Background: an optimization exercise with open tools, aiming at small area, a short achievable clock period and few clock cycles per item. Do not read the settings as production practice. Where RTL was checked, it was by simulation tests only, not by an equivalence proof against the original. Power and IR drop assume default switching activity.

## led_matrix_pwm_scanner
module led_matrix_pwm_scanner #(
  parameter int COLUMNS  = lmps_pkg::COLUMNS_DEF,
  parameter int CHANNELS = lmps_pkg::CHANNELS_DEF
) (
  input  logic                              clk,
  input  logic                              rst,
  input  logic                              s_tvalid,
  output logic                              s_tready,
  input  logic [lmps_pkg::IN_DATA_W-1:0]    s_tdata,
  input  logic [lmps_pkg::OP_W-1:0]         s_tuser,
  output logic                              m_tvalid,
  input  logic                              m_tready,
  output logic [lmps_pkg::OUT_DATA_W-1:0]   m_tdata
);
For scale: roughly 1700 cells after synthesis, ~750 flip-flops, roughly 64 I/O pins, roughly 29000 um2 of cells after synthesis.
make LEC_CHECK=0 CAP_MARGIN=20 CORE_MARGIN=2 CORE_UTILIZATION=40 SETUP_SLACK_MARGIN=4.5 SLEW_MARGIN=20 TNS_END_PERCENT=0 finish   # period 7.0 ns
run.sh (not shown) runs the stock make flow with config.mk's settings and CLKGATE_MAP_FILE= SYNTH_SCRIPT=/design/flow/synth_recipe.tcl, a recipe that flattens the netlist after the stock synthesis.
The starting point finished with timing, DRC and antenna clean.
Then changed:
CTS_BUF_LIST = sky130_fd_sc_hd__clkbuf_8   (was default)
CTS_CLUSTER_SIZE = 30   (was default)
The changed run finished clean.
Combinational power is lower by 17%.
Non-clock buffer count fell by 27.
Global-route usage went down by 1.2 points.
Register-to-register slack loses 0.20 ns.
Total power fell by 6.4%.
First-iteration DRC count shrinks by 23%.
Final area fell by 2.7%.
Clock power went down by 14%.
Then changed:
CTS_BUF_LIST = sky130_fd_sc_hd__clkbuf_4   (was sky130_fd_sc_hd__clkbuf_8)
CTS_CLUSTER_SIZE = default   (was 30)
After rerunning: Total power went up by 1.9%. Design area shrinks by 0.88%. Critical path depth is unchanged. Routed wire length drops by 5.5%. Worst setup slack got worse by 0.29 ns. Fmax fell by 9.3%. Final cell count rose by 3.4%. Global-route usage drops by 1.2 points. Die area is unchanged. Clock-buffer cell count goes up by 139.
No functional check of the RTL was part of any run of this note.

exp/willow:
Another version of the RTL of led_matrix_pwm_scanner (not shown whole).
Size: ~1800 cells after synthesis, ~780 flip-flops, roughly 64 I/O pins.
make LEC_CHECK=0 CAP_MARGIN=20 CORE_MARGIN=2 CORE_UTILIZATION=40 CTS_CLUSTER_DIAMETER=100 CTS_CLUSTER_SIZE=30 SETUP_SLACK_MARGIN=4.6 SLEW_MARGIN=20 TNS_END_PERCENT=0 finish   # period 7.0 ns
Testbench counts of exp/willow, summed over its fixed seeds: cycles 12,016, items 12,000.
### exp/willow -> exp/umber
- swapping 4.6 for 4.5 in SETUP_SLACK_MARGIN
- putting ABC_AREA at 1 where nothing was set
### Flow results
On clock network latency to the later pin of the worst-skew pair, exp/willow and exp/umber are basically level. Against exp/willow, exp/umber comes in 1 higher on worst hold path depth. The die area number comes out higher for exp/umber vs exp/willow. Routed wire length: exp/umber vs exp/willow up 840 µm. Final weighted congestion in routability-driven placement grows slightly when moving from exp/willow to exp/umber. Against exp/willow as the reference, exp/umber delivers a lower ratio of routed vias to standard cells. exp/umber falls short of exp/willow in area after synthesis. exp/umber ended up with a higher minimum clock period after layout than exp/willow did. Re share of cell area taken by multi-input logic gates: exp/willow and exp/umber aren't equal, and the higher value belongs to exp/umber. [compare] base=exp/willow new=exp/umber: total power was more or less identical, share of layout cells above drive strength 1 went down by 4.4 points. Dominant combinational cell family by area after synthesis = compound AO/OA/AOI/OAI gates: exp/willow; dominant combinational cell family by area after synthesis = simple AND/OR/NAND/NOR gates: exp/umber.
Inputs modified between exp/umber and exp/lagoon:
- a change of CORE_UTILIZATION from 40 to 55
- a deleted ABC_AREA that had been 1
### Flow results
- Compared with exp/umber, exp/lagoon shows wire length that has gone down slightly.
- Compared with exp/umber, in exp/lagoon logic depth of the worst path, buffers included higher; total power went down; area of the die -about 30%; share of power burned in combinational logic decreased by 0.3 points relative to the old numbers.
- Taking exp/umber as the reference, in exp/lagoon total placed instance area now smaller, initial core utilization now larger, final worst slack now larger, number of stages on the worst hold path now smaller.
Edits applied to the flow inputs when going from exp/lagoon to exp/pepper:
- CORE_UTILIZATION now 40, was 55
- PLACE_DENSITY now 0.75, previously not set
==> comparison <==
exp/pepper vs. exp/lagoon: power down about 0.47%; met1 track demand over resource down 16 points.
Of exp/lagoon and exp/pepper, the lower worst setup slack belongs to exp/pepper.
Number of clock buffer instances in the layout: exp/lagoon vs exp/pepper — no meaningful difference
## Diff of input files: exp/fjord against exp/pepper
- removing PLACE_DENSITY (formerly 0.75)
- changing CORE_UTILIZATION from 40 to 45
==> summary.txt <==
exp/fjord: all stages complete, timing, DRC and antenna checks passed
Die area: exp/fjord better than exp/pepper
In terms of cell area after layout, exp/fjord and exp/pepper differ only marginally.
Against exp/pepper, exp/fjord comes in 27 ps higher on minimum clock period after layout.
Against exp/pepper, sum of routed wire length over all layers in exp/fjord came out worse.

The RTL this note starts from:
==> flow/design.v <==
package lmps_pkg;
  localparam int COLUMNS_DEF  = 8;
  localparam int CHANNELS_DEF = 15;
  localparam int PIXELS_DEF   = 5;
  localparam int OP_W       = 2;
  localparam int COORD_W    = 3;
  localparam int BYTE_W     = 8;
  localparam int DRIVE_W    = 15;
  localparam int IN_DATA_W  = 32;
  localparam int OUT_DATA_W = 24;
  localparam logic [3:0] TICK_LAST = 4'd15;
  localparam logic [OP_W-1:0] OP_TICK  = 2'd0;
  localparam logic [OP_W-1:0] OP_WRITE = 2'd1;
  localparam logic [OP_W-1:0] OP_CLEAR = 2'd2;
  localparam logic [OP_W-1:0] OP_NOP   = 2'd3;
  localparam logic [1:0] ACT_NONE  = 2'd0;
  localparam logic [1:0] ACT_SHIFT = 2'd1;
  localparam logic [1:0] ACT_RESET = 2'd2;
endpackage
module lmps_ram #(
  parameter int COLUMNS = 8,
  parameter int PIXELS  = 5,
  parameter int PW      = 15
) (
  input  logic                       clk,
  input  logic                       rst,
  input  logic                       we,
  input  logic [2:0]                 wcol,
  input  logic [2:0]                 wpix,
  input  logic [PW-1:0]              wdata,
  input  logic                       clr,
  input  logic [COLUMNS-1:0]         rsel,
  output logic [PIXELS*PW-1:0]       rdata,
  output logic [PIXELS-1:0]          rvalid
);
  logic [PW-1:0]     mem [COLUMNS][PIXELS];
  logic [PIXELS-1:0] vld [COLUMNS];
  always_ff @(posedge clk) begin
    for (int c = 0; c < COLUMNS; c++) begin
      for (int p = 0; p < PIXELS; p++) begin
        if (we && wcol == 3'(c) && wpix == 3'(p)) begin
          mem[c][p] <= wdata;
        end
      end
    end
  end
  always_ff @(posedge clk) begin
    for (int c = 0; c < COLUMNS; c++) begin
      for (int p = 0; p < PIXELS; p++) begin
        if (rst || clr) begin
          vld[c][p] <= 1'b0;
        end else if (we && wcol == 3'(c) && wpix == 3'(p)) begin
          vld[c][p] <= 1'b1;
        end
      end
    end
  end
  always_comb begin
    rdata  = '0;
    rvalid = '0;
    for (int c = 0; c < COLUMNS; c++) begin
      for (int p = 0; p < PIXELS; p++) begin
        rdata[p*PW +: PW] = rdata[p*PW +: PW] | (mem[c][p] & {PW{rsel[c]}});
      end
      rvalid = rvalid | (vld[c] & {PIXELS{rsel[c]}});
    end
  end
endmodule
module lmps_enc (
  input  logic [7:0] s,
  output logic [4:0] code
);
  logic lo;
  logic hi;
  assign lo   = (s[7:4] == 4'd0) && (s[3:0] != 4'd0);
  assign hi   = (s[7:4] == 4'd1) && (s[3:0] <= 4'd13);
  assign code = hi ? {1'b0, s[3:0] + 4'd1} :
                lo ? {1'b1, s[3:0]} : 5'd0;
endmodule
module lmps_seq (
  input  logic [3:0] w,
  input  logic [3:0] t,
  output logic       hit
);
  assign hit = (t == w);
endmodule
module led_matrix_pwm_scanner #(
  parameter int COLUMNS  = lmps_pkg::COLUMNS_DEF,
  parameter int CHANNELS = lmps_pkg::CHANNELS_DEF
) (
  input  logic                              clk,
  input  logic                              rst,
  input  logic                              s_tvalid,
  output logic                              s_tready,
  input  logic [lmps_pkg::IN_DATA_W-1:0]    s_tdata,
  input  logic [lmps_pkg::OP_W-1:0]         s_tuser,
  output logic                              m_tvalid,
  input  logic                              m_tready,
  output logic [lmps_pkg::OUT_DATA_W-1:0]   m_tdata
);
  localparam int PIXELS = lmps_pkg::PIXELS_DEF;
  localparam int PW     = 15;
  localparam int RW     = lmps_pkg::DRIVE_W + 2;
  logic              in_rdy;
  logic              cmd_v;
  logic [1:0]        cmd_op;
  logic [2:0]        cmd_col;
  logic [2:0]        cmd_row;
  logic [PW-1:0]     cmd_pix;
  logic [PW-1:0]     in_pix;
  logic [3:0]        tick_pos;
  logic [COLUMNS-1:0] col_oh;
  logic [4*CHANNELS-1:0] snap;
  logic [PIXELS-1:0] snap_vld;
  logic [RW-1:0]     out_d;
  logic [CHANNELS-1:0] drv_q;
  logic              rdy_int;
  logic              sk_v;
  logic [1:0]        sk_act;
  logic              exec;
  logic              is_tick;
  logic              reload;
  logic              do_write;
  logic              do_clear;
  logic [PIXELS*PW-1:0] col_data;
  logic [PIXELS-1:0] col_vld;
  logic [CHANNELS-1:0] drive;
  logic [1:0]        action;
  logic              cmd_v_nx;
  logic              sk_v_nx;
  assign s_tready = in_rdy;
  assign m_tdata  = {7'b0000000, out_d};
  assign rdy_int  = !(cmd_v && sk_v);
  assign exec     = cmd_v && !sk_v;
  assign is_tick  = exec && (cmd_op == lmps_pkg::OP_TICK);
  assign reload   = is_tick && (tick_pos == lmps_pkg::TICK_LAST);
  assign do_write = exec && (cmd_op == lmps_pkg::OP_WRITE);
  assign do_clear = exec && (cmd_op == lmps_pkg::OP_CLEAR);
  lmps_enc u_enc_b (.s(s_tdata[21:14]), .code(in_pix[4:0]));
  lmps_enc u_enc_r (.s(s_tdata[13:6]),  .code(in_pix[9:5]));
  lmps_enc u_enc_g (.s(s_tdata[29:22]), .code(in_pix[14:10]));
  lmps_ram #(
    .COLUMNS (COLUMNS),
    .PIXELS  (PIXELS),
    .PW      (PW)
  ) u_frame (
    .clk    (clk),
    .rst    (rst),
    .we     (do_write),
    .wcol   (cmd_col),
    .wpix   (cmd_row),
    .wdata  (cmd_pix),
    .clr    (do_clear),
    .rsel   (col_oh),
    .rdata  (col_data),
    .rvalid (col_vld)
  );
  for (genvar k = 0; k < CHANNELS; k++) begin : g_drive
    logic [4:0] fc;
    logic       flip;
    assign fc = col_data[5*k +: 5];
    lmps_seq u_cmp (
      .w    (snap[4*k +: 4]),
      .t    (tick_pos),
      .hit  (flip)
    );
    assign drive[k] = reload  ? (col_vld[k/3] && fc[4]) :
                      is_tick ? (drv_q[k] ^ (snap_vld[k/3] && flip))
                              : drv_q[k];
  end
  assign action = !reload   ? lmps_pkg::ACT_NONE :
                  col_oh[COLUMNS-1] ? lmps_pkg::ACT_RESET : lmps_pkg::ACT_SHIFT;
  assign cmd_v_nx = rdy_int ? s_tvalid : (cmd_v && !exec);
  assign sk_v_nx  = (!m_tvalid || m_tready) ? 1'b0 : (sk_v || exec);
  always_ff @(posedge clk) begin
    if (rst) begin
      cmd_v  <= 1'b0;
      in_rdy <= 1'b1;
    end else begin
      cmd_v  <= cmd_v_nx;
      in_rdy <= !(cmd_v_nx && sk_v_nx);
    end
  end
  always_ff @(posedge clk) begin
    if (rdy_int) begin
      cmd_op  <= s_tuser;
      cmd_col <= s_tdata[2:0];
      cmd_row <= s_tdata[5:3];
      cmd_pix <= in_pix;
    end
  end
  always_ff @(posedge clk) begin
    if (rst) begin
      tick_pos <= '0;
      col_oh   <= COLUMNS'(1);
      snap_vld <= '0;
    end else if (is_tick) begin
      tick_pos <= reload ? 4'd1 : tick_pos + 4'd1;
      if (reload) begin
        col_oh   <= {col_oh[COLUMNS-2:0], col_oh[COLUMNS-1]};
        snap_vld <= col_vld;
      end
    end
  end
  always_ff @(posedge clk) begin
    for (int k = 0; k < CHANNELS; k++) begin
      if (reload) begin
        snap[4*k +: 4] <= col_data[5*k +: 4];
      end
    end
  end
  always_ff @(posedge clk) begin
    if (rst) begin
      m_tvalid <= 1'b0;
      sk_v     <= 1'b0;
    end else begin
      m_tvalid <= (m_tvalid && !m_tready) || sk_v || exec;
      sk_v     <= sk_v_nx;
    end
  end
  always_ff @(posedge clk) begin
    if (rst) begin
      drv_q <= '0;
    end else if (exec) begin
      drv_q <= drive;
    end
  end
  always_ff @(posedge clk) begin
    if (rst) begin
      out_d <= '0;
    end else if (!m_tvalid || m_tready) begin
      out_d <= {sk_v ? sk_act : action, drive};
    end
    if (exec) begin
      sk_act <= action;
    end
  end
endmodule
Settings: LEC_CHECK=0, CAP_MARGIN=20, CORE_MARGIN=2, CORE_UTILIZATION=40, CTS_CLUSTER_DIAMETER=100, CTS_CLUSTER_SIZE=30, PLACE_DENSITY_LB_ADDON=0.2, SETUP_SLACK_MARGIN=4.75, SLEW_MARGIN=20, TNS_END_PERCENT=0; clock period 7.0 ns.
Testbench counts at the start, summed over its fixed seeds: cycles 12,016, items 12,000.
Next try:
- PLACE_DENSITY_LB_ADDON: 0.2 -> unset
Outcome: Clock power went down by a few percent. Sequential share of layout area grows by 0.24 points. Via count came out higher slightly. Cell count decreases slightly. Worst setup slack is better by 0.018 ns. Die area stays the same. Routed wire length goes down by a few percent. Core utilization shrinks by 0.16 points.
Next try:
- GPL_ROUTABILITY_DRIVEN: unset -> 0
Effect:
- The new run ran to the end with no violations
- flip-flop and latch count does not change
- count of clock-buffer cells in the layout stays the same
- global-route usage stays the same
Next try:
- CTS_CLUSTER_DIAMETER: 100 -> 150
- GPL_ROUTABILITY_DRIVEN: 0 -> unset
The changed run completed without violations.
Global-route usage hardly moves.
Wire length increases by 0.41%.
Die area is unchanged.
Combinational power barely changes.
Next try:
- CTS_CLUSTER_DIAMETER: 150 -> 100
- SETUP_SLACK_MARGIN: 4.75 -> 4.65
What happened: Global-route usage rose by 0.33 points. Die area does not change. Design area is about the same. Utilization hardly moves. Power grows by 1.2%. Via count grows by 0.84%. Combinational power hardly moves.

Another version of the RTL of led_matrix_pwm_scanner (not shown whole).
Size in the first run: roughly 1700 cells after synthesis.
clock: 7.0 ns
lec_check: 0
cap_margin: 20
core_margin: 2
core_utilization: 40
cts_cluster_diameter: 100
cts_cluster_size: 30
setup_slack_margin: 4.75
slew_margin: 20
tns_end_percent: 0
Testbench counts at the start, summed over its fixed seeds: cycles 12,016, items 12,000.
Rerun with:
CTS_CLUSTER_DIAMETER = 150   (was 100)
Routed wire length is higher by about 0.4%.
Synthesized area stays the same.
Core utilization is about the same.
Clock skew is about the same.
Combinational power stays flat.
Final area barely changes.
Global-route usage is about the same.
Hold slack is about the same.
First-iteration DRC count is lower by about 8%.

Another version of the RTL of led_matrix_pwm_scanner (not shown whole).
Size in the first run: roughly 64 I/O pins.
## led_matrix_pwm_scanner
module led_matrix_pwm_scanner #(
  parameter int COLUMNS  = lmps_pkg::COLUMNS_DEF,
  parameter int CHANNELS = lmps_pkg::CHANNELS_DEF
) (
  input  logic                              clk,
  input  logic                              rst,
  input  logic                              s_tvalid,
  output logic                              s_tready,
  input  logic [lmps_pkg::IN_DATA_W-1:0]    s_tdata,
  input  logic [lmps_pkg::OP_W-1:0]         s_tuser,
  output logic                              m_tvalid,
  input  logic                              m_tready,
  output logic [lmps_pkg::OUT_DATA_W-1:0]   m_tdata
);
export LEC_CHECK = 0
export CAP_MARGIN = 20
export CORE_MARGIN = 2
export CORE_UTILIZATION = 40
export CTS_CLUSTER_DIAMETER = 100
export CTS_CLUSTER_SIZE = 30
export SETUP_SLACK_MARGIN = 4.5
export SLEW_MARGIN = 20
export TNS_END_PERCENT = 0
create_clock -name core_clock -period 7.0 [get_ports {clk}]
Testbench counts at the start, summed over its fixed seeds: cycles 12,016, items 12,000.
Then changed:
--- a/flow/config.mk
+++ b/flow/config.mk
@@ -9,3 +9,3 @@
 export CORE_MARGIN = 2
-export CORE_UTILIZATION = 40
+export CORE_UTILIZATION = 65
 export CTS_CLUSTER_DIAMETER = 100
Fmax is about the same.
Routed wire length goes down by 5.1%.
Final area goes down by about 2%.
Then changed:
--- a/flow/config.mk
+++ b/flow/config.mk
@@ -9,6 +9,6 @@
 export CORE_MARGIN = 2
-export CORE_UTILIZATION = 65
+export CORE_UTILIZATION = 40
 export CTS_CLUSTER_DIAMETER = 100
 export CTS_CLUSTER_SIZE = 30
-export SETUP_SLACK_MARGIN = 4.5
+export SETUP_SLACK_MARGIN = 4.3
 export SLEW_MARGIN = 20
Result: Area after synthesis does not change; routed wire length rose by about 3.3%; clock skew barely changes; flip-flop and latch count stays the same; count of clock-buffer cells in the layout fell by 1.
Then changed:
--- a/flow/config.mk
+++ b/flow/config.mk
@@ -10,5 +10,3 @@
 export CORE_UTILIZATION = 40
-export CTS_CLUSTER_DIAMETER = 100
-export CTS_CLUSTER_SIZE = 30
-export SETUP_SLACK_MARGIN = 4.3
+export SETUP_SLACK_MARGIN = 4.5
 export SLEW_MARGIN = 20
=>
- routed wire length went up by 4.0%
- synthesized cell count does not change
- hold slack loses 15 ps
- utilization grows by 2.7 points
- non-clock buffer count rises by 18
- power increases by 25%
- worst setup slack gains 290 ps
- die area stays the same
- maximum frequency came out higher by 11%
- cell area increases by 6.1%
- synthesized area stays the same

[afterwards: timing with drivers on the ports]
In the flow no input, the clock included, has a driving cell. The finished layouts below were timed again as built, in two steps.
Step 1 sets driving cells, clkbuf_16 on the clock port and buf_2 on the other inputs (assumed; they add their load-dependent delay and slew).
Step 2 adds t to the input delays and takes it off the output delays; t is the mean of the earliest and latest rising clock arrival at the registers after step 1. Input paths then give back, and output paths get back, about the clock's delay inside the block.
Three values: ideal, step 1, step 2; two values: the first two.
| run | t, ns | slack for setup (ns) | hold WS [ns] | worst slew at a driven data input, ns | cell pins on the clock port's net |
|---|---|---|---|---|---|
| the first run of note 1 | 0.673 | 4.288 / 4.260 / 3.654 | 0.467 / 0.467 / 0.467 | 0.03 | 1 |
| the second run of note 1 | 0.781 | 4.170 / 4.132 / 3.428 | 0.465 / 0.465 / 0.465 | 0.03 | 1 |
| the third run of note 1 | 1.067 | 3.881 / 3.861 / 2.841 | 0.467 / 0.467 / 0.467 | 0.03 | 1 |
| exp/willow | 0.694 | 4.364 / 4.305 / 3.811 | 0.484 / 0.484 / 0.484 | 0.05 | 1 |
| exp/umber | 0.695 | 4.238 / 4.173 / 3.808 | 0.458 / 0.458 / 0.458 | 0.04 | 1 |
| exp/lagoon | 0.692 | 4.379 / 4.362 / 3.796 | 0.481 / 0.481 / 0.481 | 0.05 | 1 |
| exp/pepper | 0.701 | 4.289 / 4.246 / 3.710 | 0.484 / 0.484 / 0.484 | 0.04 | 1 |
| exp/fjord | 0.674 | 4.262 / 4.206 / 3.762 | 0.483 / 0.483 / 0.483 | 0.04 | 1 |
| the first run of note 3 | 0.677 | 4.447 / 4.386 / 3.832 | 0.459 / 0.459 / 0.459 | 0.04 | 1 |
| the second run of note 3 | 0.681 | 4.464 / 4.402 / 3.872 | 0.453 / 0.453 / 0.453 | 0.04 | 1 |
| the third run of note 3 | 0.681 | 4.464 / 4.402 / 3.872 | 0.453 / 0.453 / 0.453 | 0.04 | 1 |
| the fourth run of note 3 | 0.670 | 4.472 / 4.413 / 3.868 | 0.453 / 0.453 / 0.453 | 0.04 | 1 |
| the fifth run of note 3 | 0.691 | 4.442 / 4.381 / 3.863 | 0.457 / 0.457 / 0.457 | 0.05 | 1 |
| the first run of note 4 | 0.689 | 4.464 / 4.402 / 3.968 | 0.476 / 0.476 / 0.476 | 0.04 | 1 |
| the second run of note 4 | 0.688 | 4.467 / 4.403 / 3.979 | 0.478 / 0.478 / 0.478 | 0.04 | 1 |
| the first run of note 5 | 0.684 | 4.339 / 4.276 / 3.741 | 0.479 / 0.479 / 0.479 | 0.04 | 1 |
| the second run of note 5 | 0.675 | 4.338 / 4.293 / 3.784 | 0.481 / 0.481 / 0.481 | 0.04 | 1 |
| the third run of note 5 | 0.694 | 4.076 / 4.014 / 3.601 | 0.483 / 0.483 / 0.483 | 0.04 | 1 |
| the fourth run of note 5 | 0.666 | 4.364 / 4.302 / 3.799 | 0.468 / 0.468 / 0.468 | 0.04 | 1 |
After both steps every run listed still meets setup and hold. The setup slack of the third run of note 1, which loses most, moves by -0.020 ns with the drivers and by -1.040 ns with both steps.
